This is an optimization exercise on Yosys and OpenROAD, whose aim is small area, a short achievable clock period and few clock cycles, not a production implementation.
Only simulation tests tie the RTL to the original design; equivalence was not proved.

`config.mk`:
```
export PLATFORM = sky130hd
export DESIGN_NAME = roulette_wheel_selector_top
export DESIGN_NICKNAME = roulette_wheel_selector_top
export VERILOG_FILES = /design/flow/design.v
export SDC_FILE = /design/flow/constraint.sdc
export NUM_CORES = 4
export LEC_CHECK = 0
export CAP_MARGIN = 20
export CORE_MARGIN = 2
export CORE_UTILIZATION = 40
export PLACE_DENSITY = 0.6
export SETUP_SLACK_MARGIN = 3.5
export SLEW_MARGIN = 20
```
`constraint.sdc`:
```
create_clock -name core_clock -period 10.0 [get_ports {clk}]
set_input_delay 2.0000 -clock core_clock [delete_from_list [all_inputs] [get_ports {clk}]]
set_output_delay 2.0000 -clock core_clock [all_outputs]
set_load 0.01 [all_outputs]
```
`design.v`:
```
package rws_pkg;
	localparam int MAX_POP_DEF   = 64;
	localparam int COST_BITS_DEF = 32;
endpackage
module roulette_wheel_selector_top (
	input  logic        clk,
	input  logic        arst_n,
	input  logic        in_valid,
	output logic        in_ready,
	input  logic [1:0]  in_opcode,
	input  logic [7:0]  in_entry_index,
	input  logic [31:0] in_cost_value,
	input  logic [15:0] in_random_fraction,
	input  logic [8:0]  in_selection_count,
	output logic        out_valid,
	input  logic        out_ready,
	output logic [7:0]  out_selected_index,
	output logic        out_ran_past_end,
	input  logic        cfg_we,
	input  logic [0:0]  cfg_index,
	input  logic [8:0]  cfg_data
);
	localparam int BPW  = 38;           
	localparam int DK   = 4;            
	localparam int DCYC = 56 / DK;
	localparam int CAP  = 5;            
	localparam int TW   = 38;           
	localparam int MW   = 55;           
	localparam logic [1:0] OP_LOAD = 2'd0, OP_PREP = 2'd1, OP_SEL = 2'd2;
	localparam logic [1:0] PH_IDLE = 2'd0, PH_SUM = 2'd1, PH_SUMW = 2'd2, PH_MUL = 2'd3;
	localparam logic [2:0] KB_CLEAN = 3'd0, KB_DIRTY = 3'd1, KB_WALK = 3'd2,
	                       KB_SUM = 3'd3, KB_SREC = 3'd4, KB_FLUSH = 3'd5;
	logic [31:0] mem [64];
	logic [BPW-1:0] bp_q [7];
	logic [1:0]  mode_q;
	logic [5:0]  nm1_q;           
	logic        clean_q;
	logic [TW-1:0] total_q;
	logic [55:0] step_q, ptr_q;
	logic [6:0]  spos_q;          
	logic [TW-1:0] s_q;           
	logic        smat_q;
	logic [5:0]  nm1c_q;          
	logic        rankc_q;
	logic        r_v;
	logic        r_ld;            
	logic [1:0]  r_op;
	logic [5:0]  r_idx;
	logic        r_idx_ok;
	logic [31:0] r_cost;
	logic [15:0] r_frac;
	logic [8:0]  r_cnt;
	logic [1:0]  ph_q;
	logic [2:0]  sg_q;
	logic        div_busy_q;
	logic [3:0]  dcnt_q;
	logic [8:0]  dc_q;
	logic [10:0] dc3_q;
	logic [8:0]  rema_q, remb_q;
	logic          m_v, m_pmul, m_clean, m_sus;
	logic [MW-1:0] m_s, m_c;
	logic          b2_v, b2_sus;
	logic [2:0]    b2_kind;
	logic          b2_pend, b2_shadow;
	logic [7:0]    b2_val;
	logic          b2_rank;
	logic [6:0]    b2_n;
	logic [TW-1:0] b2_t;
	logic [2:0]    b2_g;
	logic [7:0]    b2_oh;           
	logic [TW-1:0] b2_base;
	logic [6:0]    b2_lo, b2_hi;
	logic          c_v, c_sus, c_pend;
	logic [2:0]    c_kind;
	logic [2:0]    c_g;
	logic [TW-1:0] c_base, c_d;
	logic [6:0]    c_lo;
	logic [7:0]    c_val;
	logic [31:0]   c_w0, c_w2, c_w4, c_w6;
	logic [32:0]   c_p01, c_p23, c_p45, c_p67;
	logic [6:0]  f_d [CAP];
	logic [2:0]  f_cnt;
	logic [2:0]  o_cnt;
	logic sus, rank;
	logic [2:0] gn;
	logic [6:0] n7;
	assign sus  = (mode_q == 2'd1);
	assign rank = (mode_q == 2'd2);
	assign gn   = nm1_q[5:3];
	assign n7   = {1'b0, nm1_q} + 7'd1;
	logic pipe_busy, flush_go, go, go_load, go_sel, do_load, prep_start, dispatch_sel;
	logic pmul_go, pop, push;
	assign pipe_busy  = m_v | b2_v | c_v;
	assign flush_go   = !smat_q && !pipe_busy && ph_q == PH_IDLE;
	assign go_load    = !pipe_busy && ph_q == PH_IDLE && smat_q;
	assign do_load    = r_ld && go_load;
	assign prep_start = r_v && r_op == OP_PREP && !pipe_busy && ph_q == PH_IDLE &&
	                    !div_busy_q && smat_q;
	assign pmul_go    = (ph_q == PH_MUL);
	assign go_sel     = ph_q == PH_IDLE && !flush_go && !(sus && div_busy_q) &&
	                    (o_cnt < 3'(CAP)) && (clean_q || !pipe_busy);
	always_comb begin
		case (r_op)
			OP_LOAD: go = go_load;
			OP_PREP: go = pmul_go;
			OP_SEL:  go = go_sel;
			default: go = 1'b1;
		endcase
	end
	assign in_ready     = !r_v || go;
	assign dispatch_sel = r_v && (r_op == OP_SEL) && go_sel;
	assign pop          = out_valid && out_ready;
	always_ff @(posedge clk or negedge arst_n) begin
		if (!arst_n) r_v <= 1'b0;
		else if (in_ready) r_v <= in_valid;
	end
	always_ff @(posedge clk) begin
		if (in_ready) r_ld <= in_valid && (in_opcode == OP_LOAD);
		else if (go_load) r_ld <= 1'b0;
		if (in_ready) begin
			r_op     <= in_opcode;
			r_idx    <= in_entry_index[5:0];
			r_idx_ok <= (in_entry_index[7:6] == 2'd0);
			r_cost   <= in_cost_value;
			r_frac   <= in_random_fraction;
			r_cnt    <= (in_selection_count == 9'd0) ? 9'd1 : in_selection_count;
		end
	end
	always_ff @(posedge clk) begin
		if (do_load && r_idx_ok) mem[r_idx] <= r_cost;
	end
	localparam int W = TW + 2;
	localparam logic [MW-1:0] SGN = MW'(MW'(57'h15555) << (W - 1));
	logic [MW-1:0] rows [10];
	always_comb begin
		logic [17:0] rr;
		logic [8:0]  neg;
		rr = {2'b00, r_frac};
		for (int k = 0; k < 9; k++) begin
			logic [2:0]   t;
			logic [W-1:0] mg, x;
			t = {rr[2*k+1], rr[2*k], (k == 0) ? 1'b0 : rr[(k == 0) ? 0 : 2*k-1]};
			case (t)
				3'b001, 3'b010, 3'b101, 3'b110: mg = W'(total_q);
				3'b011, 3'b100:                 mg = W'(total_q) << 1;
				default:                        mg = '0;
			endcase
			neg[k] = t[2] && (t != 3'b111);
			x = neg[k] ? ~mg : mg;
			rows[k] = MW'({~x[W-1], x[W-2:0]}) << (2*k);
			if (k > 0) rows[k][2*k-2] = neg[k-1];
		end
		rows[9] = MW'(0) - SGN + (pmul_go ? MW'(0) : MW'(16'hFFFF));
	end
	function automatic logic [MW-1:0] csa_s(input logic [MW-1:0] a, b, c);
		csa_s = a ^ b ^ c;
	endfunction
	function automatic logic [MW-1:0] csa_c(input logic [MW-1:0] a, b, c);
		csa_c = ((a & b) | (a & c) | (b & c)) << 1;
	endfunction
	logic [MW-1:0] l1 [7];
	logic [MW-1:0] l2 [5];
	logic [MW-1:0] l3 [4];
	logic [MW-1:0] l4 [3];
	logic [MW-1:0] red_s, red_c;
	always_comb begin
		l1[0] = csa_s(rows[0], rows[1], rows[2]); l1[1] = csa_c(rows[0], rows[1], rows[2]);
		l1[2] = csa_s(rows[3], rows[4], rows[5]); l1[3] = csa_c(rows[3], rows[4], rows[5]);
		l1[4] = csa_s(rows[6], rows[7], rows[8]); l1[5] = csa_c(rows[6], rows[7], rows[8]);
		l1[6] = rows[9];
		l2[0] = csa_s(l1[0], l1[1], l1[2]); l2[1] = csa_c(l1[0], l1[1], l1[2]);
		l2[2] = csa_s(l1[3], l1[4], l1[5]); l2[3] = csa_c(l1[3], l1[4], l1[5]);
		l2[4] = l1[6];
		l3[0] = csa_s(l2[0], l2[1], l2[2]); l3[1] = csa_c(l2[0], l2[1], l2[2]);
		l3[2] = l2[3];
		l3[3] = l2[4];
		l4[0] = csa_s(l3[0], l3[1], l3[2]); l4[1] = csa_c(l3[0], l3[1], l3[2]);
		l4[2] = l3[3];
		red_s = csa_s(l4[0], l4[1], l4[2]); red_c = csa_c(l4[0], l4[1], l4[2]);
	end
	logic [56:0] ptr_sum;
	logic [40:0] tsus_w;
	logic [TW-1:0] tsus;
	assign ptr_sum = {1'b0, ptr_q} + {1'b0, step_q};
	assign tsus_w  = 41'(ptr_q[55:16]) + 41'(ptr_q[15:0] != 16'd0);
	assign tsus    = (tsus_w[40:TW] != '0) ? {TW{1'b1}} : tsus_w[TW-1:0];
	logic [MW-1:0] mx;
	logic [TW-1:0] mt;
	logic [6:0]    mh;
	logic [2:0]    mgsel;
	assign mx = m_s + m_c;
	assign mt = mx[TW+15:16];
	always_comb begin
		for (int g = 0; g < 7; g++)
			mh[g] = (3'(g) < gn) && (bp_q[g] >= mt);
		mgsel = gn;
		for (int g = 6; g >= 0; g--)
			if (mh[g]) mgsel = 3'(g);
	end
	logic [2:0]  bg;
	logic [TW-1:0] bbase, bpsel, bd;
	logic [6:0]  blo, bhi;
	logic        bpend, bshadow;
	always_comb begin
		bg      = b2_g;
		blo     = b2_lo;
		bhi     = b2_hi;
		bpend   = b2_pend;
		bshadow = b2_shadow;
		bpsel = '0;
		for (int g = 1; g < 8; g++)
			if (bg == 3'(g)) bpsel = bp_q[g-1];
		bbase = (b2_kind == KB_CLEAN || b2_kind == KB_FLUSH) ? bpsel : b2_base;
		if (b2_kind == KB_DIRTY)
			bd = (b2_t > bbase) ? b2_t - bbase : '0;
		else
			bd = b2_t - bbase;
	end
	function automatic logic [7:0] bmask(input logic [2:0] g, input logic [6:0] lo, hi);
		for (int j = 0; j < 8; j++)
			bmask[j] = ({1'b0, g, 3'(j)} >= lo) && ({1'b0, g, 3'(j)} < hi);
	endfunction
	logic [31:0] bw [8];
	logic [7:0]  bval;
	always_comb begin
		bval = b2_val;
		for (int j = 0; j < 8; j++) begin
			logic [6:0] idx;
			idx = {1'b0, bg, 3'(j)};
			if (!bval[j])     bw[j] = '0;
			else if (b2_rank) bw[j] = 32'(b2_n - idx);
			else begin
				bw[j] = '0;
				for (int g = 0; g < 8; g++)
					bw[j] = bw[j] | (mem[8*g+j] & {32{b2_oh[g]}});
			end
		end
	end
	logic [7:0]  chit;
	logic [2:0]  jsel;
	logic        anyhit, clast;
	logic [TW-1:0] acc;
	function automatic logic [39:0] cs_s(input logic [39:0] a, b, c);
		cs_s = a ^ b ^ c;
	endfunction
	function automatic logic [39:0] cs_c(input logic [39:0] a, b, c, input logic cin);
		cs_c = {((a & b) | (a & c) | (b & c)), cin} ;
	endfunction
	function automatic logic nonneg(input logic [39:0] a, b);
		logic [39:0] t;
		t = a + b;
		nonneg = !t[39];
	endfunction
	always_comb begin
		logic [39:0] nd, p01, p23, p45, p67, w2, w4, w6;
		logic [39:0] s3, c3, s5, c5;
		nd  = ~{2'b00, c_d};
		p01 = 40'(c_p01); p23 = 40'(c_p23); p45 = 40'(c_p45); p67 = 40'(c_p67);
		w2  = 40'(c_w2);  w4  = 40'(c_w4);  w6  = 40'(c_w6);
		s3  = cs_s(p01, p23, nd);
		c3  = cs_c(p01, p23, nd, 1'b1);
		s5  = cs_s(s3, c3, p45);
		c5  = cs_c(s3, c3, p45, 1'b0);
		chit[0] = c_val[0] && (40'(c_w0) >= 40'(c_d));
		chit[1] = c_val[1] && (40'(c_p01) >= 40'(c_d));
		chit[2] = c_val[2] && nonneg(cs_s(p01, w2, nd), cs_c(p01, w2, nd, 1'b1));
		chit[3] = c_val[3] && nonneg(s3, c3);
		chit[4] = c_val[4] && nonneg(cs_s(s3, c3, w4), cs_c(s3, c3, w4, 1'b0));
		chit[5] = c_val[5] && nonneg(s5, c5);
		chit[6] = c_val[6] && nonneg(cs_s(s5, c5, w6), cs_c(s5, c5, w6, 1'b0));
		chit[7] = c_val[7] && nonneg(cs_s(s5, c5, p67), cs_c(s5, c5, p67, 1'b0));
		anyhit = |chit;
		jsel = '0;
		for (int j = 7; j >= 0; j--)
			if (chit[j]) jsel = 3'(j);
	end
	always_comb begin
		logic [39:0] a0, a1, b0, b1, e0, e1, bs;
		bs = 40'(c_base);
		a0 = cs_s(40'(c_p01), 40'(c_p23), 40'(c_p45));
		a1 = cs_c(40'(c_p01), 40'(c_p23), 40'(c_p45), 1'b0);
		b0 = cs_s(a0, a1, 40'(c_p67));
		b1 = cs_c(a0, a1, 40'(c_p67), 1'b0);
		e0 = cs_s(b0, b1, bs);
		e1 = cs_c(b0, b1, bs, 1'b0);
		acc = TW'(e0 + e1);
	end
	assign clast = (c_g == gn);
	logic       c_done, c_past, c_walk, c_srec, c_setp, c_sets;
	logic [5:0] c_res;
	logic [6:0] c_pnew;
	always_comb begin
		c_done = 1'b0;
		c_past = 1'b0;
		c_res  = nm1_q;
		c_walk = 1'b0;
		c_srec = 1'b0;
		c_setp = 1'b0;
		c_sets = 1'b0;
		c_pnew = n7;
		if (c_v) begin
			case (c_kind)
				KB_CLEAN: begin
					c_done = 1'b1;
					c_past = !anyhit;
					if (anyhit) begin
						c_res  = {c_g, jsel};
						c_pnew = {1'b0, c_g, jsel};
					end
					c_setp = c_sus;
				end
				KB_DIRTY, KB_WALK: begin
					if (c_pend) begin
						c_done = 1'b1;
						c_past = 1'b1;
					end else if (anyhit) begin
						c_done = 1'b1;
						c_res  = {c_g, jsel};
						c_pnew = {1'b0, c_g, jsel};
						c_setp = c_sus;
						c_srec = c_sus;
					end else if (clast) begin
						c_done = 1'b1;
						c_past = 1'b1;
						c_setp = c_sus;
						c_sets = c_sus;
					end else begin
						c_walk = 1'b1;
					end
				end
				KB_SREC, KB_FLUSH: c_sets = 1'b1;
				default: ;
			endcase
		end
	end
	assign push = c_done;
	logic sum_issue;
	assign sum_issue = (ph_q == PH_SUM);
	always_ff @(posedge clk or negedge arst_n) begin
		if (!arst_n) begin
			m_v  <= 1'b0;
			b2_v <= 1'b0;
			c_v  <= 1'b0;
		end else begin
			m_v  <= dispatch_sel || pmul_go;
			b2_v <= (m_v && !m_pmul) || c_walk || c_srec || sum_issue ||
			        (flush_go && spos_q <= {1'b0, nm1c_q});
			c_v  <= b2_v;
		end
	end
	always_ff @(posedge clk) begin
		m_pmul  <= pmul_go;
		m_clean <= clean_q;
		m_sus   <= sus;
		if (sus && !pmul_go) begin
			m_s <= MW'({tsus, 16'h0000});
			m_c <= '0;
		end else begin
			m_s <= red_s;
			m_c <= red_c;
		end
		b2_shadow <= 1'b0;
		b2_rank   <= rank;
		b2_n      <= n7;
		b2_pend   <= 1'b0;
		if (m_v) b2_t <= mt;
		b2_sus    <= (c_walk || c_srec) ? c_sus : m_sus;
		if (c_walk || c_srec) begin
			b2_kind <= c_walk ? KB_WALK : KB_SREC;
			b2_g    <= c_walk ? c_g + 3'd1 : c_g;
			b2_base <= c_walk ? acc : c_base;
			b2_oh   <= 8'd1 << (c_walk ? c_g + 3'd1 : c_g);
			b2_lo   <= c_lo;
			b2_hi   <= c_walk ? n7 : {1'b0, c_g, jsel};
			b2_val  <= c_walk ? bmask(c_g + 3'd1, c_lo, n7) : (bmask(c_g, c_lo, 7'd64) & ~(8'hFF << jsel));
		end else if (m_v) begin
			b2_kind <= m_clean ? KB_CLEAN : KB_DIRTY;
			b2_g    <= m_clean ? mgsel : (m_sus ? spos_q[5:3] : 3'd0);
			b2_oh   <= 8'd1 << (m_clean ? mgsel : (m_sus ? spos_q[5:3] : 3'd0));
			b2_base <= m_sus ? s_q : '0;
			b2_lo   <= (!m_clean && m_sus) ? spos_q : '0;
			b2_hi   <= n7;
			b2_pend <= !m_clean && m_sus && (spos_q > {1'b0, nm1_q});
			b2_val  <= m_clean ? ((mgsel != gn) ? 8'hFF : ~(8'hFE << nm1_q[2:0])) :
			           bmask(m_sus ? spos_q[5:3] : 3'd0, (m_sus ? spos_q : 7'd0), n7);
		end else if (sum_issue) begin
			b2_kind <= KB_SUM;
			b2_g    <= sg_q;
			b2_oh   <= 8'd1 << sg_q;
			b2_base <= s_q;
			b2_lo   <= '0;
			b2_hi   <= n7;
			b2_val  <= bmask(sg_q, 7'd0, n7);
		end else begin
			b2_kind   <= KB_FLUSH;
			b2_g      <= spos_q[5:3];
			b2_oh     <= 8'd1 << spos_q[5:3];
			b2_base   <= s_q;
			b2_lo     <= '0;
			b2_hi     <= spos_q;
			b2_shadow <= 1'b1;
			b2_rank   <= rankc_q;
			b2_n      <= {1'b0, nm1c_q} + 7'd1;
			b2_val    <= ~(8'hFF << spos_q[2:0]);
		end
		c_kind <= b2_kind;
		c_sus  <= b2_sus;
		c_g    <= bg;
		c_base <= (b2_kind == KB_SUM) ? ((b2_g == 3'd0) ? '0 : acc) : bbase;
		c_d    <= bd;
		c_lo   <= blo;
		c_pend <= bpend;
		c_val  <= bval;
		c_w0   <= bw[0];
		c_w2   <= bw[2];
		c_w4   <= bw[4];
		c_w6   <= bw[6];
		c_p01  <= 33'(bw[0]) + 33'(bw[1]);
		c_p23  <= 33'(bw[2]) + 33'(bw[3]);
		c_p45  <= 33'(bw[4]) + 33'(bw[5]);
		c_p67  <= 33'(bw[6]) + 33'(bw[7]);
		if (c_v && c_kind == KB_SUM && c_g != 3'd7) bp_q[c_g] <= acc[BPW-1:0];
	end
	logic [55:0] qa, qb;
	logic [8:0]  ra, rb;
	function automatic logic [10:0] r4(input logic [8:0] r, input logic [1:0] b,
			input logic [8:0] c, input logic [10:0] c3);
		logic [10:0] t;
		logic [11:0] d1, d2, d3;
		t  = {r, b};
		d1 = {1'b0, t} - {3'b0, c};
		d2 = {1'b0, t} - {2'b0, c, 1'b0};
		d3 = {1'b0, t} - {1'b0, c3};
		if (!d3[11])      r4 = {2'd3, d3[8:0]};
		else if (!d2[11]) r4 = {2'd2, d2[8:0]};
		else if (!d1[11]) r4 = {2'd1, d1[8:0]};
		else              r4 = {2'd0, t[8:0]};
	endfunction
	always_comb begin
		logic [10:0] o;
		qa = ptr_q;  ra = rema_q;
		qb = step_q; rb = remb_q;
		for (int k = 0; k < DK / 2; k++) begin
			o  = r4(ra, qa[55:54], dc_q, dc3_q);
			ra = o[8:0];
			qa = {qa[53:0], o[10:9]};
			o  = r4(rb, qb[55:54], dc_q, dc3_q);
			rb = o[8:0];
			qb = {qb[53:0], o[10:9]};
		end
	end
	always_ff @(posedge clk) begin
		if (pmul_go) begin
			dc_q  <= r_cnt;
			dc3_q <= {2'b00, r_cnt} + {1'b0, r_cnt, 1'b0};
		end
		if (m_v && m_pmul) begin
			rema_q <= '0;
			remb_q <= '0;
		end else if (dcnt_q != '0) begin
			rema_q <= ra;
			remb_q <= rb;
		end
	end
	always_ff @(posedge clk or negedge arst_n) begin
		if (!arst_n) begin
			mode_q     <= 2'd0;
			nm1_q      <= 6'd63;
			clean_q    <= 1'b0;
			total_q    <= '0;
			step_q     <= '0;
			ptr_q      <= '0;
			spos_q     <= '0;
			s_q        <= '0;
			smat_q     <= 1'b1;
			ph_q       <= PH_IDLE;
			sg_q       <= '0;
			div_busy_q <= 1'b0;
			dcnt_q     <= '0;
		end else begin
			if (cfg_we) begin
				clean_q <= 1'b0;
				if (cfg_index == 1'b0) mode_q <= cfg_data[1:0];
				else nm1_q <= (cfg_data == 9'd0) ? 6'd0 :
				              (cfg_data > 9'd64) ? 6'd63 : 6'(cfg_data - 9'd1);
			end
			if (do_load) clean_q <= 1'b0;
			if (prep_start) begin
				ph_q   <= PH_SUM;
				sg_q   <= '0;
				spos_q <= '0;
				s_q    <= '0;
			end
			if (ph_q == PH_SUM) begin
				sg_q <= sg_q + 3'd1;
				if (sg_q == gn) ph_q <= PH_SUMW;
			end
			if (c_v && c_kind == KB_SUM && c_g == gn) begin
				ph_q    <= PH_MUL;
				total_q <= acc;
				clean_q <= 1'b1;
			end
			if (pmul_go) begin
				ph_q       <= PH_IDLE;
				div_busy_q <= 1'b1;
			end
			if (m_v && m_pmul) begin
				ptr_q  <= 56'(mx);
				step_q <= 56'({total_q, 16'd0});
				dcnt_q <= 4'(DCYC);
			end
			if (dcnt_q != '0) begin
				ptr_q  <= qa;
				step_q <= qb;
				dcnt_q <= dcnt_q - 4'd1;
				if (dcnt_q == 4'd1) div_busy_q <= 1'b0;
			end
			if (dispatch_sel && sus) ptr_q <= ptr_sum[56] ? {56{1'b1}} : ptr_sum[55:0];
			if (c_setp) spos_q <= c_pnew;
			if (c_v && c_kind == KB_CLEAN && c_sus) smat_q <= 1'b0;
			if (c_sets) begin
				s_q    <= acc;
				smat_q <= 1'b1;
			end
			if (flush_go && spos_q > {1'b0, nm1c_q}) begin
				s_q    <= total_q;
				smat_q <= 1'b1;
			end
		end
	end
	always_ff @(posedge clk) begin
		if (prep_start) begin
			nm1c_q  <= nm1_q;
			rankc_q <= rank;
		end
	end
	always_ff @(posedge clk or negedge arst_n) begin
		if (!arst_n) begin
			f_cnt <= '0;
			o_cnt <= '0;
		end else begin
			f_cnt <= f_cnt + 3'(push) - 3'(pop);
			o_cnt <= o_cnt + 3'(dispatch_sel) - 3'(pop);
		end
	end
	always_ff @(posedge clk) begin
		for (int i = 0; i < CAP; i++) begin
			if (push && (3'(i) == f_cnt - 3'(pop))) f_d[i] <= {c_past, c_res};
			else if (pop) f_d[i] <= (i == CAP - 1) ? f_d[i] : f_d[(i == CAP - 1) ? i : i + 1];
		end
	end
	assign out_valid          = (f_cnt != 3'd0);
	assign out_selected_index = {2'b00, f_d[0][5:0]};
	assign out_ran_past_end   = f_d[0][6];
endmodule
```
`run.sh`:
```
#!/bin/bash
# synth_recipe.tcl (not shown) runs the flow's synth.tcl, then flattens the netlist and writes it again
# the make line also repeats each setting of config.mk as NAME=value (left out here)
make -C /OpenROAD-flow-scripts/flow DESIGN_CONFIG=/design/flow/config.mk WORK_HOME=/design/flow/orfs CLKGATE_MAP_FILE= SYNTH_SCRIPT=/design/flow/synth_recipe.tcl finish
```
==> results.sh, run 1 <==
export IMPL_status="complete, no violations"
export IMPL_port_buffers=90
export IMPL_setup_tns_ns=0
export IMPL_maxClockFrequency_ghz=0.154
export IMPL_finalSetupViolCount=0
export IMPL_postRouteAntennaNets=0
export IMPL_max_cap_viols=0
export IMPL_area_delta_synth_final_pct=12.9
export IMPL_number_of_enable_flip_flop_cells_after_synthesis=2480
export IMPL_postRouteWirelength_um=580000
export IMPL_worst_slew_margin_rel_pct=23.0
export IMPL_final_min_period_over_clock_period_pct=65.0
export IMPL_ys_seq_elements=3271
export IMPL_numClockSinks=3271
export IMPL_post_drt_wl_per_cell_um=29.2
export IMPL_dp_cells=19104
export IMPL_netlist_top_cells_area="sky130_fd_sc_hd__edfxtp_1 44%, sky130_fd_sc_hd__ha_1 8.3%, sky130_fd_sc_hd__fa_1 6.9%"
export IMPL_worst_ep_required_time_ns=10.83
export IMPL_netlist_area_mm2=0.169
export IMPL_postCtsHoldBufs=0
export IMPL_synth_common_cells="2480 x sky130_fd_sc_hd__edfxtp_1, 1121 x sky130_fd_sc_hd__ha_1, 1019 x sky130_fd_sc_hd__inv_1"
export IMPL_async_reset_ff_share_pct=6.88
export IMPL_clock_skew_final_ns=0.117
export IMPL_max_slew_violation_total_from_the_final_report=0
export IMPL_warning_count_from_the_yosys_run=8
export IMPL_drt_initial_drc_count=14636
export IMPL_drive_gt1_share_pct=9.16
export IMPL_die_area_mm2=0.428
export IMPL_synth_top_cell_area_share_pct=44.0
export IMPL_vias=118609
export IMPL_startpoint_type="flop"
export IMPL_row_count=238
export IMPL_final_hold_violation_count=0
export IMPL_instance_count_of_the_mapped_netlist=13725
export IMPL_worst_slew_pin_slew_ns=1.15
export IMPL_cts_root_to_sink_buffers=4
export IMPL_synth_lib_cells_used_distinct=116
export IMPL_timing_critical_path_to_type="flop"
export IMPL_min_path_type="reg2reg"
export IMPL_grt_start_max_net_pins=168
export IMPL_worst_endpoint_arrival_ns=7.32
export IMPL_ys_flop_type="sky130_fd_sc_hd__edfxtp_1"
export IMPL_insertion_delay_ns=1.03
export IMPL_period_minus_slack_ns=6.50
export IMPL_critical_path_peak_fanout=7
export IMPL_synth_area_per_cell_um2=12.3
export IMPL_place_gp_congestion=1.00
export IMPL_nNetsFinal=15665
export IMPL_path_class="reg2reg"
export IMPL_floorplan_initialDensity_pct=40.2
export IMPL_cts_clk_pin_slew_worst_paths_ns=0.06
export IMPL_viasPerCell=5.98
export IMPL_most_common_cell_in_the_synthesized_netlist="sky130_fd_sc_hd__edfxtp_1"
export IMPL_die_h_um=654
export IMPL_dr_pass1_iters=8
export IMPL_num_io_pins=93
export IMPL_gr_total_overflow=0
export IMPL_grt_first_pass_wirelength_um=828000
export IMPL_post_route_drc_count=0
export IMPL_grt_pass1_vias=113608
export IMPL_grt_use_total_pct=26.5
export IMPL_antenna_found_initial=30
export IMPL_cts_buffers_inserted=353
export IMPL_cts_root_buffer="sky130_fd_sc_hd__clkbuf_16"
export IMPL_dieWidth_um=654
export IMPL_floorplan_core_area_mm2=0.421
export IMPL_grt_setup_unrepaired="true"
export IMPL_hpwl_um=401000
export IMPL_tritoncts="built"
export IMPL_synth_seq_area_share_pct=54.0
export IMPL_synthDominantAreaCellType="sky130_fd_sc_hd__edfxtp_1"
export IMPL_post_layout_nonfiller_instances=19823
export IMPL_ctsHtreeMaxLevel=5
export IMPL_nFillCells=38175
critical path, stage by stage, from the launching register on:
cell and delay [ns]:
sky130_fd_sc_hd__dfxtp_2 0.33, sky130_fd_sc_hd__ha_4 0.16, sky130_fd_sc_hd__fa_2 0.37, sky130_fd_sc_hd__a211oi_4 0.26
sky130_fd_sc_hd__o21ai_2 0.12, sky130_fd_sc_hd__a21o_1 0.19, sky130_fd_sc_hd__o211a_1 0.15, sky130_fd_sc_hd__a311o_2 0.44
sky130_fd_sc_hd__a41oi_2 0.20, sky130_fd_sc_hd__buf_6 0.16, sky130_fd_sc_hd__o31a_4 0.16, sky130_fd_sc_hd__a211oi_4 0.07
sky130_fd_sc_hd__buf_4 0.16, sky130_fd_sc_hd__nor2_4 0.28, sky130_fd_sc_hd__inv_1 0.28, sky130_fd_sc_hd__ha_1 0.38
sky130_fd_sc_hd__a21o_1 0.19, sky130_fd_sc_hd__a21o_1 0.17, sky130_fd_sc_hd__a21oi_1 0.20, sky130_fd_sc_hd__o211ai_1 0.15
sky130_fd_sc_hd__or4_4 0.55, sky130_fd_sc_hd__nor3_4 0.26, sky130_fd_sc_hd__or3_1 0.14, sky130_fd_sc_hd__nand4_1 0.13
sky130_fd_sc_hd__o21ai_1 0.20, sky130_fd_sc_hd__and4_4 0.33, sky130_fd_sc_hd__a21oi_2 0.08, sky130_fd_sc_hd__o31a_1 0.24
layout make-up:
type / instances / area [um2] / share of cell area, %
Sequential cell: 3271 / 91500 / 47.9
Tap cell: 5640 / 7060 / 3.69
Inverter: 1025 / 3860 / 2.02
Clock inverter: 195 / 1910 / 1.00
Clock buffer: 453 / 9660 / 5.06
Timing Repair Buffer: 486 / 4180 / 2.19
Multi-Input combinational cell: 8741 / 72800 / 38.1
Antenna cell: 12 / 30.0 / 0.0157
cells by family after synthesis:
family / after synthesis / share of synthesized area (%)
muxes: 128 / 0.852
and+or+nand+nor: 2215 / 6.14
xor gates and xnor gates: 711 / 3.68
DFF: 3271 / 54.0
other: 1 / 0.00222
adders and majority gates: 1708 / 15.2
buffers and inverters: 1714 / 3.83
AOI/OAI and AO/OA: 3977 / 16.2
path summary, 6_finish.rpt:
| path | start | end | slack [ns] | cells after the start |
|---|---|---|---|---|
| max reg2reg | m_c[1] | b2_val[5] | 3.50 | 27 |
| max | m_c[1] | b2_val[5] | 3.50 | 27 |
| min in group asynchronous | arst_n | f_cnt[1] | 0.99 | 1 |
| min | b2_lo[0] | c_lo[0] | 0.33 | 0 |
| max in group asynchronous | arst_n | total_q[4] | 7.65 | 2 |
| min reg2reg | b2_lo[0] | c_lo[0] | 0.33 | 0 |
per-stage QoR:
stage          hold WS, ns  utilization (%)  setup WS, ns  instance area, um2
6_report             0.326             45.4          3.50              191000
5_1_grt              0.329             45.4          3.24              191000
4_1_cts              0.325             45.2          3.45              190000
3_5_place_dp         0.312             42.3          1.98              178000
3_3_place_gp         0.311             42.3          1.84              178000
2_1_floorplan        0.310                -          3.76              169000
state kept, by name, indices dropped and copies added, names as in the netlist, 32 cells and up:
signal   cells
bp_q       266
c_w2        32
c_p45       33
c_p01       33
b2_base     38
step_q      56
c_w6        32
mem       2048
m_c         54
s_q         38
c_p67       33
m_s         55
c_base      38
f_d         35
c_d         38
c_w0        32
c_p23       33
total_q     38
ptr_q       56
c_w4        32
b2_t        38
r_cost      32
cells in the final DEF (no fill, tap or decap), drive strengths merged, types with 29 or more instances in the layout:
master and n:
or3 32, a211oi 86, xnor2 521, nand2b 94
o21ai 547, dfrtp 218, inv 1043, a31oi 319
nand3 163, dfxtp 566, edfxtp 2480, o21a 89
clkbuf 455, o211ai 80, xor2 190, nor3 138
a22oi 376, a222oi 291, nor2b 109, a21oi 935
nor4 31, fa 584, mux2i 48, clkinv 143
a221oi 263, clkdlybuf4s50 89, a21boi 40, o22ai 90
and3 59, nor2 630, a22o 245, and2 104
buf 395, mux2 75, nand2 662, a21o 295
o21bai 60, o31ai 29, nand4 115, ha 1121
metal layers:
metal  GRT usage, %  share of wire [%]  vias up
li1               -                  -    51952
met1           36.8                 42    59962
met2           41.5                 45     5655
met3           3.31                8.1     1034
met4           11.8                5.1        6
met5              0             0.0059        -
timing repair:
item | CTS | global route
gates cloned | 0 | 1
buffers inserted | 28 | 26
setup endpoints to repair | 287 | 203
resized for setup | 87 | 106
pin swaps | 20 | 48
Testbench counts, summed over its fixed seeds: cycles 4,588.
==> run 2: changes to the inputs <==
--- a/design.v
+++ b/design.v
@@ -24,5 +24,5 @@
 	localparam int DK   = 4;            
 	localparam int DCYC = 56 / DK;
-	localparam int CAP  = 5;            
+	localparam int CAP  = 6;            
 	localparam int TW   = 38;           
 	localparam int MW   = 55;           
@@ -59,4 +59,6 @@
 	logic [8:0]  rema_q, remb_q;
 	logic          m_v, m_pmul, m_clean, m_sus;
+	logic          n_v, n_clean, n_sus;
+	logic [TW-1:0] n_t;
 	logic [MW-1:0] m_s, m_c;
 	logic          b2_v, b2_sus;
@@ -91,5 +93,5 @@
 	logic pipe_busy, flush_go, go, go_load, go_sel, do_load, prep_start, dispatch_sel;
 	logic pmul_go, pop, push;
-	assign pipe_busy  = m_v | b2_v | c_v;
+	assign pipe_busy  = m_v | n_v | b2_v | c_v;
 	assign flush_go   = !smat_q && !pipe_busy && ph_q == PH_IDLE;
 	assign go_load    = !pipe_busy && ph_q == PH_IDLE && smat_q;
@@ -193,5 +195,5 @@
 	always_comb begin
 		for (int g = 0; g < 7; g++)
-			mh[g] = (3'(g) < gn) && (bp_q[g] >= mt);
+			mh[g] = (3'(g) < gn) && (bp_q[g] >= n_t);
 		mgsel = gn;
 		for (int g = 6; g >= 0; g--)
@@ -340,9 +342,11 @@
 		if (!arst_n) begin
 			m_v  <= 1'b0;
+			n_v  <= 1'b0;
 			b2_v <= 1'b0;
 			c_v  <= 1'b0;
 		end else begin
 			m_v  <= dispatch_sel || pmul_go;
-			b2_v <= (m_v && !m_pmul) || c_walk || c_srec || sum_issue ||
+			n_v  <= m_v && !m_pmul;
+			b2_v <= n_v || c_walk || c_srec || sum_issue ||
 			        (flush_go && spos_q <= {1'b0, nm1c_q});
 			c_v  <= b2_v;
@@ -364,6 +368,9 @@
 		b2_n      <= n7;
 		b2_pend   <= 1'b0;
-		if (m_v) b2_t <= mt;
-		b2_sus    <= (c_walk || c_srec) ? c_sus : m_sus;
+		n_t     <= mt;
+		n_clean <= m_clean;
+		n_sus   <= m_sus;
+		if (n_v) b2_t <= n_t;
+		b2_sus    <= (c_walk || c_srec) ? c_sus : n_sus;
 		if (c_walk || c_srec) begin
 			b2_kind <= c_walk ? KB_WALK : KB_SREC;
@@ -374,14 +381,14 @@
 			b2_hi   <= c_walk ? n7 : {1'b0, c_g, jsel};
 			b2_val  <= c_walk ? bmask(c_g + 3'd1, c_lo, n7) : (bmask(c_g, c_lo, 7'd64) & ~(8'hFF << jsel));
-		end else if (m_v) begin
-			b2_kind <= m_clean ? KB_CLEAN : KB_DIRTY;
-			b2_g    <= m_clean ? mgsel : (m_sus ? spos_q[5:3] : 3'd0);
-			b2_oh   <= 8'd1 << (m_clean ? mgsel : (m_sus ? spos_q[5:3] : 3'd0));
-			b2_base <= m_sus ? s_q : '0;
-			b2_lo   <= (!m_clean && m_sus) ? spos_q : '0;
+		end else if (n_v) begin
+			b2_kind <= n_clean ? KB_CLEAN : KB_DIRTY;
+			b2_g    <= n_clean ? mgsel : (n_sus ? spos_q[5:3] : 3'd0);
+			b2_oh   <= 8'd1 << (n_clean ? mgsel : (n_sus ? spos_q[5:3] : 3'd0));
+			b2_base <= n_sus ? s_q : '0;
+			b2_lo   <= (!n_clean && n_sus) ? spos_q : '0;
 			b2_hi   <= n7;
-			b2_pend <= !m_clean && m_sus && (spos_q > {1'b0, nm1_q});
-			b2_val  <= m_clean ? ((mgsel != gn) ? 8'hFF : ~(8'hFE << nm1_q[2:0])) :
-			           bmask(m_sus ? spos_q[5:3] : 3'd0, (m_sus ? spos_q : 7'd0), n7);
+			b2_pend <= !n_clean && n_sus && (spos_q > {1'b0, nm1_q});
+			b2_val  <= n_clean ? ((mgsel != gn) ? 8'hFF : ~(8'hFE << nm1_q[2:0])) :
+			           bmask(n_sus ? spos_q[5:3] : 3'd0, (n_sus ? spos_q : 7'd0), n7);
 		end else if (sum_issue) begin
 			b2_kind <= KB_SUM;
--- a/config.mk
+++ b/config.mk
@@ -10,4 +10,4 @@
 export CORE_UTILIZATION = 40
 export PLACE_DENSITY = 0.6
-export SETUP_SLACK_MARGIN = 3.5
+export SETUP_SLACK_MARGIN = 4.5
 export SLEW_MARGIN = 20
==> run 2 against run 1 <==
Still clean on timing, DRC and antenna. Clock skew fell by 0.032 ns. Non-clock buffer count rose by 205. Count of clock-buffer cells in the layout rose by 26. Global-route usage rose by 0.48 points. Synthesized area rose by 1.4%. Critical endpoint is now f_cnt[2]. Highest routed layer unchanged.
==> results.sh, run 2 <==
export IMPL_status="complete, no violations"
export IMPL_cts_clk_pin_slew_worst_paths_ns=0.06
export IMPL_viasPerCell=6.00
export IMPL_antenna_found_initial=28
export IMPL_synth_common_cells="2487 x sky130_fd_sc_hd__edfxtp_1, 1127 x sky130_fd_sc_hd__ha_1, 1043 x sky130_fd_sc_hd__inv_1"
export IMPL_floorplan_initialDensity_pct=40.2
export IMPL_async_reset_ff_share_pct=6.81
export IMPL_synth_seq_area_share_pct=53.9
export IMPL_vias=122207
export IMPL_postCtsHoldBufs=0
export IMPL_hold_path_depth=0
export IMPL_worstRegToRegCells=27
export IMPL_cts_buffers_inserted=360
export IMPL_numClockSinks=3319
export IMPL_final_hold_violation_count=0
export IMPL_place_gp_congestion=1.00
export IMPL_post_route_drc_count=0
export IMPL_min_path_type="reg2reg"
export IMPL_gr_total_overflow=0
export IMPL_grt_setup_unrepaired="true"
export IMPL_dp_slack_ns=2.89
export IMPL_final_min_period_over_clock_period_pct=57.7
export IMPL_die_area_mm2=0.434
export IMPL_dieWidth_um=659
export IMPL_cts_root_to_sink_buffers=4
export IMPL_synth_area_per_cell_um2=12.3
export IMPL_path_class="reg2reg"
export IMPL_dp_cells=19386
export IMPL_synthDominantAreaCellType="sky130_fd_sc_hd__edfxtp_1"
export IMPL_floorplan_core_area_mm2=0.427
export IMPL_ctsHtreeMaxLevel=5
export IMPL_final_util_pct=46.5
export IMPL_grt_pass1_vias=116414
export IMPL_largest_reg_flops=2048
export IMPL_nFillCells=38183
export IMPL_layout_cells_most_common_list="2487 x sky130_fd_sc_hd__edfxtp_1, 1091 x sky130_fd_sc_hd__ha_1, 996 x sky130_fd_sc_hd__inv_1, 839 x sky130_fd_sc_hd__a21oi_1, 766 x sky130_fd_sc_hd__nand2_1"
export IMPL_worst_endpoint_arrival_ns=6.57
export IMPL_netlist_area_mm2=0.172
export IMPL_cts_root_buffer="sky130_fd_sc_hd__clkbuf_16"
export IMPL_netlist_top_cells_area="sky130_fd_sc_hd__edfxtp_1 44%, sky130_fd_sc_hd__ha_1 8.2%, sky130_fd_sc_hd__dfxtp_1 7.1%"
export IMPL_tritoncts="built"
export IMPL_biggestRegsByFlops="mem: 2048 flops, bp_q: 266 flops"
export IMPL_dr_pass1_iters=9
export IMPL_period_minus_slack_ns=5.77
export IMPL_finalSetupViolCount=0
export IMPL_die_h_um=659
export IMPL_multiInputGateArea_mm2=0.0758
export IMPL_hold_ws_ns=0.327
export IMPL_ys_flop_type="sky130_fd_sc_hd__edfxtp_1"
export IMPL_flip_flop_and_latch_area_mm2=0.0926
export IMPL_area_delta_synth_final_pct=15.7
export IMPL_maxClockFrequency_ghz=0.173
export IMPL_most_common_cell_in_the_synthesized_netlist="sky130_fd_sc_hd__edfxtp_1"
export IMPL_postRouteAntennaNets=0
export IMPL_drive_gt1_share_pct=12.8
export IMPL_commonest_non_fill_non_tap_cell_in_the_layout="sky130_fd_sc_hd__edfxtp_1"
export IMPL_nNetsFinal=16148
export IMPL_startpoint_type="flop"
export IMPL_num_io_pins=93
export IMPL_instance_count_of_the_mapped_netlist=14000
export IMPL_drt_initial_drc_count=14820
export IMPL_top_register="mem"
export IMPL_synth_top_cell_area_share_pct=43.5
export IMPL_grt_start_max_net_pins=142
export IMPL_r2r_setup_slack_ns=4.23
export IMPL_timing_critical_path_to_type="flop"
export IMPL_setup_slack_ns=4.23
export IMPL_port_buffers=90
export IMPL_hpwl_um=411000
export IMPL_worst_slew_pin_slew_ns=1.31
export IMPL_critical_path_peak_fanout=3
export IMPL_warning_count_from_the_yosys_run=8
export IMPL_clock_skew_final_ns=0.0852
export IMPL_ys_seq_elements=3319
export IMPL_synth_lib_cells_used_distinct=109
export IMPL_row_count=240
export IMPL_postRouteWirelength_um=610000
export IMPL_insertion_delay_ns=1.00
export IMPL_max_slew_violation_total_from_the_final_report=0
export IMPL_post_layout_nonfiller_instances=20364
export IMPL_number_of_enable_flip_flop_cells_after_synthesis=2487
export IMPL_max_cap_viols=0
export IMPL_grt_use_total_pct=26.9
export IMPL_worst_ep_required_time_ns=10.80
export IMPL_grt_first_pass_wirelength_um=854000
export IMPL_worst_slew_margin_rel_pct=12.1
export IMPL_post_drt_wl_per_cell_um=30.0
export IMPL_setup_tns_ns=0
run 2: cell count changes after synthesis, moves of 18 or more:
cell,previous run,this run
sky130_fd_sc_hd__a211oi_1,84,104
sky130_fd_sc_hd__nand3_1,162,199
sky130_fd_sc_hd__nand2_1,660,800
sky130_fd_sc_hd__nand2b_1,94,76
sky130_fd_sc_hd__o22ai_1,90,52
sky130_fd_sc_hd__and2_1,104,135
sky130_fd_sc_hd__a221o_1,18,44
sky130_fd_sc_hd__o21ai_0,526,488
sky130_fd_sc_hd__inv_1,1019,1043
sky130_fd_sc_hd__a222oi_1,291,260
sky130_fd_sc_hd__mux2_2,72,96
sky130_fd_sc_hd__a21oi_1,935,878
sky130_fd_sc_hd__dfxtp_1,566,606
run 2: area by class of cell:
| cell class | count | share of cell area [%] |
|---|---|---|
| diodes | 18 | 0.0227 |
| clock buffers | 479 | 5.01 |
| flip-flops and latches | 3319 | 46.6 |
| inverters | 1048 | 2.00 |
| well taps | 5687 | 3.58 |
| clock inverters | 187 | 0.970 |
| repair buffers | 691 | 3.59 |
| multi-input cells | 8935 | 38.2 |
run 2: stage by stage:
stage          cell area, um2
2_1_floorplan          172000
3_3_place_gp           180000
3_5_place_dp           180000
4_1_cts                195000
5_1_grt                199000
6_report               199000
run 2: final timing paths:
kind,to,from
setup / recovery,f_cnt[2],c_d[16]
hold / removal,c_lo[1],b2_lo[1]
setup reg to reg,f_cnt[2],c_d[16]
hold reg to reg,c_lo[1],b2_lo[1]
max in group asynchronous,mode_q[0],arst_n
min in group asynchronous,step_q[1],arst_n
run 2: cell families after synthesis:
family,count (synthesis),share of synthesized area [%]
other,1,0.00219
buffers and inverters,1750,3.87
adder cells (fa/ha/maj),1712,15.0
AND/OR/NAND/NOR,2460,6.75
XOR/XNOR,684,3.49
flip-flops,3319,53.9
AO/OA/AOI/OAI,3926,16.0
multiplexers,148,0.933
run 2: routing by layer:
metal / global-route usage (%) / routed length, um / vias to the layer above
met5: 0 / 78 / -
met4: 11.5 / 32200 / 14
li1: - / - / 53361
met3: 3.85 / 50600 / 1126
met1: 36.9 / 250000 / 61892
met2: 42.8 / 277000 / 5814
run 2: what timing repair did:
action                                  CTS  global route
cloned                                    7            34
setup buffers                           114           134
gates resized for setup                 348           434
endpoints found under the hold margin     0             0
endpoints found under the setup margin  469           382
pin swaps                                70           140
run 2: critical path: stages (launching register included):
cell and delay, ns:
sky130_fd_sc_hd__dfxtp_4 0.35, sky130_fd_sc_hd__fa_1 0.54, sky130_fd_sc_hd__inv_2 0.05, sky130_fd_sc_hd__fa_2 0.56, sky130_fd_sc_hd__inv_2 0.06, sky130_fd_sc_hd__fa_1 0.49, sky130_fd_sc_hd__inv_1 0.04, sky130_fd_sc_hd__ha_1 0.28
sky130_fd_sc_hd__and3_4 0.15, sky130_fd_sc_hd__a221o_1 0.36, sky130_fd_sc_hd__nand2_1 0.08, sky130_fd_sc_hd__o211ai_1 0.15, sky130_fd_sc_hd__o2111a_1 0.31, sky130_fd_sc_hd__nand4bb_4 0.29, sky130_fd_sc_hd__nor3_4 0.18, sky130_fd_sc_hd__buf_12 0.13
sky130_fd_sc_hd__nand3_4 0.08, sky130_fd_sc_hd__buf_12 0.16, sky130_fd_sc_hd__nor3_4 0.11, sky130_fd_sc_hd__o21ai_2 0.08, sky130_fd_sc_hd__inv_2 0.09, sky130_fd_sc_hd__ha_4 0.20, sky130_fd_sc_hd__inv_2 0.06, sky130_fd_sc_hd__ha_4 0.12
sky130_fd_sc_hd__inv_2 0.03, sky130_fd_sc_hd__fa_2 0.34, sky130_fd_sc_hd__xnor2_2 0.15, sky130_fd_sc_hd__xnor2_1 0.12
Testbench counts of run 2, summed over its fixed seeds: cycles 4,620.
==> run 3: changes to the inputs <==
--- a/design.v
+++ b/design.v
@@ -58,5 +58,5 @@
 	logic [10:0] dc3_q;
 	logic [8:0]  rema_q, remb_q;
-	logic          m_v, m_pmul, m_clean, m_sus;
+	logic          m_v, m_pmul, m_clean, m_sus, m_ptr;
 	logic          n_v, n_clean, n_sus;
 	logic [TW-1:0] n_t;
@@ -67,5 +67,5 @@
 	logic [7:0]    b2_val;
 	logic          b2_rank;
-	logic [6:0]    b2_n;
+	logic [6:0]    b2_rb;           
 	logic [TW-1:0] b2_t;
 	logic [2:0]    b2_g;
@@ -76,5 +76,6 @@
 	logic [2:0]    c_kind;
 	logic [2:0]    c_g;
-	logic [TW-1:0] c_base, c_d;
+	logic [TW-1:0] c_base;
+	logic [TW:0]   c_d;             
 	logic [6:0]    c_lo;
 	logic [7:0]    c_val;
@@ -134,5 +135,5 @@
 	localparam int W = TW + 2;
 	localparam logic [MW-1:0] SGN = MW'(MW'(57'h15555) << (W - 1));
-	logic [MW-1:0] rows [10];
+	logic [MW-1:0] rows [9];
 	always_comb begin
 		logic [17:0] rr;
@@ -153,5 +154,4 @@
 			if (k > 0) rows[k][2*k-2] = neg[k-1];
 		end
-		rows[9] = MW'(0) - SGN + (pmul_go ? MW'(0) : MW'(16'hFFFF));
 	end
 	function automatic logic [MW-1:0] csa_s(input logic [MW-1:0] a, b, c);
@@ -161,8 +161,7 @@
 		csa_c = ((a & b) | (a & c) | (b & c)) << 1;
 	endfunction
-	logic [MW-1:0] l1 [7];
-	logic [MW-1:0] l2 [5];
-	logic [MW-1:0] l3 [4];
-	logic [MW-1:0] l4 [3];
+	logic [MW-1:0] l1 [6];
+	logic [MW-1:0] l2 [4];
+	logic [MW-1:0] l3 [3];
 	logic [MW-1:0] red_s, red_c;
 	always_comb begin
@@ -170,27 +169,20 @@
 		l1[2] = csa_s(rows[3], rows[4], rows[5]); l1[3] = csa_c(rows[3], rows[4], rows[5]);
 		l1[4] = csa_s(rows[6], rows[7], rows[8]); l1[5] = csa_c(rows[6], rows[7], rows[8]);
-		l1[6] = rows[9];
 		l2[0] = csa_s(l1[0], l1[1], l1[2]); l2[1] = csa_c(l1[0], l1[1], l1[2]);
 		l2[2] = csa_s(l1[3], l1[4], l1[5]); l2[3] = csa_c(l1[3], l1[4], l1[5]);
-		l2[4] = l1[6];
 		l3[0] = csa_s(l2[0], l2[1], l2[2]); l3[1] = csa_c(l2[0], l2[1], l2[2]);
 		l3[2] = l2[3];
-		l3[3] = l2[4];
-		l4[0] = csa_s(l3[0], l3[1], l3[2]); l4[1] = csa_c(l3[0], l3[1], l3[2]);
-		l4[2] = l3[3];
-		red_s = csa_s(l4[0], l4[1], l4[2]); red_c = csa_c(l4[0], l4[1], l4[2]);
+		red_s = csa_s(l3[0], l3[1], l3[2]); red_c = csa_c(l3[0], l3[1], l3[2]);
 	end
 	logic [56:0] ptr_sum;
-	logic [40:0] tsus_w;
-	logic [TW-1:0] tsus;
 	assign ptr_sum = {1'b0, ptr_q} + {1'b0, step_q};
-	assign tsus_w  = 41'(ptr_q[55:16]) + 41'(ptr_q[15:0] != 16'd0);
-	assign tsus    = (tsus_w[40:TW] != '0) ? {TW{1'b1}} : tsus_w[TW-1:0];
 	logic [MW-1:0] mx;
 	logic [TW-1:0] mt;
 	logic [6:0]    mh;
 	logic [2:0]    mgsel;
-	assign mx = m_s + m_c;
-	assign mt = mx[TW+15:16];
+	logic [MW-1:0] mk;
+	assign mk = m_ptr ? MW'(0) : (MW'(0) - SGN + (m_pmul ? MW'(0) : MW'(16'hFFFF)));
+	assign mx = m_s + m_c + mk;
+	assign mt = mx[MW-1] ? {TW{1'b1}} : mx[TW+15:16];
 	always_comb begin
 		for (int g = 0; g < 7; g++)
@@ -201,5 +193,6 @@
 	end
 	logic [2:0]  bg;
-	logic [TW-1:0] bbase, bpsel, bd;
+	logic [TW-1:0] bbase, bpsel;
+	logic [TW:0]   bd;
 	logic [6:0]  blo, bhi;
 	logic        bpend, bshadow;
@@ -214,8 +207,5 @@
 			if (bg == 3'(g)) bpsel = bp_q[g-1];
 		bbase = (b2_kind == KB_CLEAN || b2_kind == KB_FLUSH) ? bpsel : b2_base;
-		if (b2_kind == KB_DIRTY)
-			bd = (b2_t > bbase) ? b2_t - bbase : '0;
-		else
-			bd = b2_t - bbase;
+		bd = {1'b0, b2_t} - {1'b0, bbase};
 	end
 	function automatic logic [7:0] bmask(input logic [2:0] g, input logic [6:0] lo, hi);
@@ -231,5 +221,5 @@
 			idx = {1'b0, bg, 3'(j)};
 			if (!bval[j])     bw[j] = '0;
-			else if (b2_rank) bw[j] = 32'(b2_n - idx);
+			else if (b2_rank) bw[j] = 32'(b2_rb - 7'(j));
 			else begin
 				bw[j] = '0;
@@ -257,5 +247,5 @@
 		logic [39:0] nd, p01, p23, p45, p67, w2, w4, w6;
 		logic [39:0] s3, c3, s5, c5;
-		nd  = ~{2'b00, c_d};
+		nd  = ~{c_d[TW], c_d};
 		p01 = 40'(c_p01); p23 = 40'(c_p23); p45 = 40'(c_p45); p67 = 40'(c_p67);
 		w2  = 40'(c_w2);  w4  = 40'(c_w4);  w6  = 40'(c_w6);
@@ -264,6 +254,6 @@
 		s5  = cs_s(s3, c3, p45);
 		c5  = cs_c(s3, c3, p45, 1'b0);
-		chit[0] = c_val[0] && (40'(c_w0) >= 40'(c_d));
-		chit[1] = c_val[1] && (40'(c_p01) >= 40'(c_d));
+		chit[0] = c_val[0] && nonneg(40'(c_w0), nd + 40'd1);
+		chit[1] = c_val[1] && nonneg(40'(c_p01), nd + 40'd1);
 		chit[2] = c_val[2] && nonneg(cs_s(p01, w2, nd), cs_c(p01, w2, nd, 1'b1));
 		chit[3] = c_val[3] && nonneg(s3, c3);
@@ -337,4 +327,14 @@
 	end
 	assign push = c_done;
+	logic [2:0] cn_g;
+	logic [7:0] cn_oh, cs_oh, cn_val, cs_val;
+	logic [6:0] cn_rb, cs_rb;
+	assign cn_g   = c_g + 3'd1;
+	assign cn_oh  = 8'd1 << cn_g;
+	assign cs_oh  = 8'd1 << c_g;
+	assign cn_rb  = n7 - {1'b0, cn_g, 3'b000};
+	assign cs_rb  = n7 - {1'b0, c_g, 3'b000};
+	assign cn_val = bmask(cn_g, c_lo, n7);
+	assign cs_val = bmask(c_g, c_lo, 7'd64);
 	logic sum_issue;
 	assign sum_issue = (ph_q == PH_SUM);
@@ -357,7 +357,8 @@
 		m_clean <= clean_q;
 		m_sus   <= sus;
+		m_ptr   <= sus && !pmul_go;
 		if (sus && !pmul_go) begin
-			m_s <= MW'({tsus, 16'h0000});
-			m_c <= '0;
+			m_s <= (ptr_q[55:54] != 2'b00) ? MW'({TW{1'b1}}) << 16 : MW'(ptr_q[53:0]);
+			m_c <= (ptr_q[55:54] != 2'b00) ? MW'(0) : MW'(16'hFFFF);
 		end else begin
 			m_s <= red_s;
@@ -366,5 +367,4 @@
 		b2_shadow <= 1'b0;
 		b2_rank   <= rank;
-		b2_n      <= n7;
 		b2_pend   <= 1'b0;
 		n_t     <= mt;
@@ -375,14 +375,16 @@
 		if (c_walk || c_srec) begin
 			b2_kind <= c_walk ? KB_WALK : KB_SREC;
-			b2_g    <= c_walk ? c_g + 3'd1 : c_g;
+			b2_g    <= c_walk ? cn_g : c_g;
 			b2_base <= c_walk ? acc : c_base;
-			b2_oh   <= 8'd1 << (c_walk ? c_g + 3'd1 : c_g);
+			b2_oh   <= c_walk ? cn_oh : cs_oh;
+			b2_rb   <= c_walk ? cn_rb : cs_rb;
 			b2_lo   <= c_lo;
 			b2_hi   <= c_walk ? n7 : {1'b0, c_g, jsel};
-			b2_val  <= c_walk ? bmask(c_g + 3'd1, c_lo, n7) : (bmask(c_g, c_lo, 7'd64) & ~(8'hFF << jsel));
+			b2_val  <= c_walk ? cn_val : (cs_val & ~(8'hFF << jsel));
 		end else if (n_v) begin
 			b2_kind <= n_clean ? KB_CLEAN : KB_DIRTY;
 			b2_g    <= n_clean ? mgsel : (n_sus ? spos_q[5:3] : 3'd0);
 			b2_oh   <= 8'd1 << (n_clean ? mgsel : (n_sus ? spos_q[5:3] : 3'd0));
+			b2_rb   <= n7 - {1'b0, (n_clean ? mgsel : (n_sus ? spos_q[5:3] : 3'd0)), 3'b000};
 			b2_base <= n_sus ? s_q : '0;
 			b2_lo   <= (!n_clean && n_sus) ? spos_q : '0;
@@ -395,4 +397,5 @@
 			b2_g    <= sg_q;
 			b2_oh   <= 8'd1 << sg_q;
+			b2_rb   <= n7 - {1'b0, sg_q, 3'b000};
 			b2_base <= s_q;
 			b2_lo   <= '0;
@@ -408,5 +411,5 @@
 			b2_shadow <= 1'b1;
 			b2_rank   <= rankc_q;
-			b2_n      <= {1'b0, nm1c_q} + 7'd1;
+			b2_rb     <= {1'b0, nm1c_q} + 7'd1 - {1'b0, spos_q[5:3], 3'b000};
 			b2_val    <= ~(8'hFF << spos_q[2:0]);
 		end
@@ -547,6 +550,8 @@
 			o_cnt <= '0;
 		end else begin
-			f_cnt <= f_cnt + 3'(push) - 3'(pop);
-			o_cnt <= o_cnt + 3'(dispatch_sel) - 3'(pop);
+			if (push && !pop) f_cnt <= f_cnt + 3'd1;
+			else if (!push && pop) f_cnt <= f_cnt - 3'd1;
+			if (dispatch_sel && !pop) o_cnt <= o_cnt + 3'd1;
+			else if (!dispatch_sel && pop) o_cnt <= o_cnt - 3'd1;
 		end
 	end
--- a/config.mk
+++ b/config.mk
@@ -6,8 +6,11 @@
 export NUM_CORES = 4
 export LEC_CHECK = 0
+export ABC_AREA = 1
 export CAP_MARGIN = 20
 export CORE_MARGIN = 2
-export CORE_UTILIZATION = 40
-export PLACE_DENSITY = 0.6
-export SETUP_SLACK_MARGIN = 4.5
+export CORE_UTILIZATION = 55
+export CTS_CLUSTER_DIAMETER = 100
+export CTS_CLUSTER_SIZE = 30
+export PLACE_DENSITY = 0.7
+export SETUP_SLACK_MARGIN = 5
 export SLEW_MARGIN = 20
==> run 3 against run 2 <==
First-iteration DRC count up 5.4%. Final area is 2.4% lower. Hold slack better by 0.012 ns. Worst setup slack gained 0.19 ns. Largest cell class unchanged.
==> results.sh, run 3 <==
export IMPL_number_of_enable_flip_flop_cells_after_synthesis=2487
export IMPL_setup_tns_ns=0
export IMPL_path_class="reg2reg"
export IMPL_final_util_pct=61.1
export IMPL_post_route_drc_count=0
export IMPL_cts_buffers_inserted=157
export IMPL_viasPerCell=6.20
export IMPL_ys_flop_type="sky130_fd_sc_hd__edfxtp_1"
export IMPL_synth_lib_cells_used_distinct=76
export IMPL_ctsHtreeMaxLevel=4
export IMPL_dieWidth_um=568
export IMPL_commonest_non_fill_non_tap_cell_in_the_layout="sky130_fd_sc_hd__nand2_1"
export IMPL_warning_count_from_the_yosys_run=7
export IMPL_hpwl_um=415000
export IMPL_critical_path_peak_fanout=5
export IMPL_critical_path_top_delay_family="adder cells"
export IMPL_tritoncts="built"
export IMPL_insertion_delay_ns=1.00
export IMPL_area_delta_synth_final_pct=10.7
export IMPL_netlist_area_mm2=0.175
export IMPL_postRouteAntennaNets=0
export IMPL_most_common_cell_in_the_synthesized_netlist="sky130_fd_sc_hd__nand2_1"
export IMPL_place_gp_congestion=1.03
export IMPL_finalSetupViolCount=0
export IMPL_postRouteWirelength_um=595000
export IMPL_num_io_pins=93
export IMPL_worst_endpoint_arrival_ns=6.37
export IMPL_floorplan_initialDensity_pct=55.2
export IMPL_netlist_top_cells_area="sky130_fd_sc_hd__edfxtp_1 43%, sky130_fd_sc_hd__ha_1 8.0%, sky130_fd_sc_hd__nand2_1 7.1%"
export IMPL_port_buffers=90
export IMPL_largest_reg_flops=2048
export IMPL_worst_slew_margin_rel_pct=19.9
export IMPL_grt_setup_unrepaired="true"
export IMPL_worst_ep_required_time_ns=10.79
export IMPL_crit_top_cell="sky130_fd_sc_hd__nand2_1"
export IMPL_synth_area_per_cell_um2=10.7
export IMPL_grt_first_pass_wirelength_um=850000
export IMPL_worst_slew_pin_slew_ns=1.19
export IMPL_clock_skew_final_ns=0.125
export IMPL_gr_total_overflow=0
export IMPL_synth_common_cells="3312 x sky130_fd_sc_hd__nand2_1, 2487 x sky130_fd_sc_hd__edfxtp_1, 1758 x sky130_fd_sc_hd__inv_1"
export IMPL_synthDominantAreaCellType="sky130_fd_sc_hd__edfxtp_1"
export IMPL_period_minus_slack_ns=5.58
export IMPL_cts_clk_pin_slew_worst_paths_ns=0.11
export IMPL_drive_gt1_share_pct=9.27
export IMPL_drt_initial_drc_count=15617
export IMPL_final_hold_violation_count=0
export IMPL_cp_buffers_inverters=3
export IMPL_post_drt_wl_per_cell_um=28.4
export IMPL_grt_start_max_net_pins=124
export IMPL_maxClockFrequency_ghz=0.179
export IMPL_setup_slack_ns=4.42
export IMPL_die_area_mm2=0.323
export IMPL_startpoint_type="flop"
export IMPL_instance_count_of_the_mapped_netlist=16418
export IMPL_timing_critical_path_to_type="flop"
export IMPL_synth_seq_area_share_pct=52.8
export IMPL_async_reset_ff_share_pct=6.81
export IMPL_grt_pass1_vias=123329
export IMPL_floorplan_core_area_mm2=0.317
export IMPL_row_count=207
export IMPL_vias=130037
export IMPL_postCtsHoldBufs=0
export IMPL_final_min_period_over_clock_period_pct=55.8
export IMPL_dr_pass1_iters=8
export IMPL_biggestRegsByFlops="mem: 2048 flops, bp_q: 266 flops"
export IMPL_min_path_type="reg2reg"
export IMPL_cts_root_to_sink_buffers=4
export IMPL_layout_cells_most_common_list="3211 x sky130_fd_sc_hd__nand2_1, 2487 x sky130_fd_sc_hd__edfxtp_1, 1705 x sky130_fd_sc_hd__inv_1, 1102 x sky130_fd_sc_hd__ha_1, 1000 x sky130_fd_sc_hd__a21oi_1"
export IMPL_top_register="mem"
export IMPL_grt_use_total_pct=36.0
export IMPL_cp_slowest_cell="sky130_fd_sc_hd__fa_2"
export IMPL_status="complete, no violations"
export IMPL_ys_seq_elements=3318
export IMPL_timing_critical_path_slowest_cell_delay_ns=0.59
export IMPL_dp_slack_ns=3.38
export IMPL_nNetsFinal=18450
export IMPL_numClockSinks=3318
export IMPL_max_slew_violation_total_from_the_final_report=0
export IMPL_hold_ws_ns=0.339
export IMPL_antenna_found_initial=42
export IMPL_max_cap_viols=0
export IMPL_die_h_um=568
export IMPL_nFillCells=25517
export IMPL_synth_top_cell_area_share_pct=42.7
export IMPL_cts_root_buffer="sky130_fd_sc_hd__clkbuf_16"
-- run 3: area by class of cell --
cell class                 instances  area (um2)  area share [%]
sequential                      3318       92600            47.8
multi-input combinational      10694       77000            39.8
inverter                        1836        7070            3.65
timing repair buffer             637        6500            3.36
tap                             4180        5230            2.70
clock buffer                     208        4210            2.17
clock inverter                    61        1050           0.543
antenna                           22        55.1          0.0284
timing repair inverter             1        8.76         0.00452
-- run 3: stage by stage --
step                std cells  instance area [um2]
floorplan               16419               175000
detailed placement      20370               182000
finish                  20957               194000
CTS                     20798               191000
global route            20937               194000
global placement        20366               182000
-- run 3: layer usage --
metal  GRT usage (%)  vias up  routed length, um
li1                -    57877                  -
met1            48.8    64016             232000
met2            56.3     6828             270000
met3            6.03     1288              57500
met4            17.9       28              35800
met5               0        -                178
-- run 3: timing repair --
item                                    4_1_cts  5_1_grt
cloned                                       25       11
endpoints found under the setup margin      876      448
pin swaps                                    77      135
gates resized for setup                     508      460
setup buffers                               134      117
hold endpoints to repair                      0        0
-- run 3: cell families (layout without fill, tap and decap cells) --
group | Yosys count | in the layout | share of synthesized area (%)
buf+inv | 2420 | 2743 | 5.23
xor+xnor | 709 | 709 | 3.55
compound gates | 3164 | 3164 | 11.3
flops | 3318 | 3318 | 52.8
fa+ha+maj | 1723 | 1723 | 14.9
simple gates | 5038 | 5051 | 12.0
other cells | 1 | 24 | 0.00214
mux | 45 | 45 | 0.260
-- run 3: worst paths after layout --
path,slack (ns),cells past startpoint,to,start
worst max-delay path,4.42,26,f_cnt[1],c_d[4]
worst min-delay path,0.34,0,c_lo[1],b2_lo[1]
worst max register to register,4.42,26,f_cnt[1],c_d[4]
worst min register to register,0.34,0,c_lo[1],b2_lo[1]
max in group asynchronous,7.29,2,c_v,arst_n
min in group asynchronous,1.06,1,step_q[3],arst_n
-- run 3: worst reg2reg max path, stage by stage, from the launching register on --
cell and delay (ns):
sky130_fd_sc_hd__dfxtp_2 0.39, sky130_fd_sc_hd__fa_1 0.56, sky130_fd_sc_hd__inv_2 0.06, sky130_fd_sc_hd__fa_2 0.59
sky130_fd_sc_hd__fa_1 0.43, sky130_fd_sc_hd__ha_1 0.32, sky130_fd_sc_hd__nand2_1 0.06, sky130_fd_sc_hd__nor2_1 0.03
sky130_fd_sc_hd__o21ai_1 0.09, sky130_fd_sc_hd__o211ai_1 0.35, sky130_fd_sc_hd__nand2_1 0.18, sky130_fd_sc_hd__o211ai_1 0.19
sky130_fd_sc_hd__nand2_1 0.13, sky130_fd_sc_hd__nand3_2 0.09, sky130_fd_sc_hd__nand2_4 0.11, sky130_fd_sc_hd__nand2_8 0.09
sky130_fd_sc_hd__nor2_4 0.25, sky130_fd_sc_hd__nand4_4 0.21, sky130_fd_sc_hd__nor2_4 0.20, sky130_fd_sc_hd__nand2_2 0.10
sky130_fd_sc_hd__nand2_4 0.11, sky130_fd_sc_hd__inv_6 0.05, sky130_fd_sc_hd__ha_4 0.16, sky130_fd_sc_hd__inv_4 0.06
sky130_fd_sc_hd__fa_2 0.42, sky130_fd_sc_hd__nor2_1 0.13, sky130_fd_sc_hd__a21oi_1 0.06
Testbench counts of run 3, summed over its fixed seeds: cycles 4,620.

-- afterwards: timing with drivers on the ports --
The flow's constraints put no driver on any port. The routed layouts listed below were extracted and timed again, unchanged, in two steps.
Step 1 assumes that a clkbuf_16 drives the clock port and a buf_2 every other input.
Step 2 moves the port delays by t, midway between the first and last clock arrival at a register: inputs arrive t later, outputs are due t later. That takes back most of the time a late clock gives input paths.
a / b / c = ideal ports / drivers / drivers and shift; a / b = the first two.
run | t (ns) | slack for setup (ns) | clock arrival spread, ns | worst register clock-pin slew, ns | cell pins on the clock port's net
run 1 | 1.082 | 3.501 / 3.501 / 3.501 | 0.126 / 0.126 | 0.07 / 0.07 | 1
run 2 | 1.075 | 4.229 / 4.229 / 4.229 | 0.088 / 0.087 | 0.07 / 0.07 | 1
run 3 | 1.042 | 4.419 / 4.419 / 4.419 | 0.126 / 0.126 | 0.12 / 0.12 | 1
After both steps setup and hold are still met in every run listed.
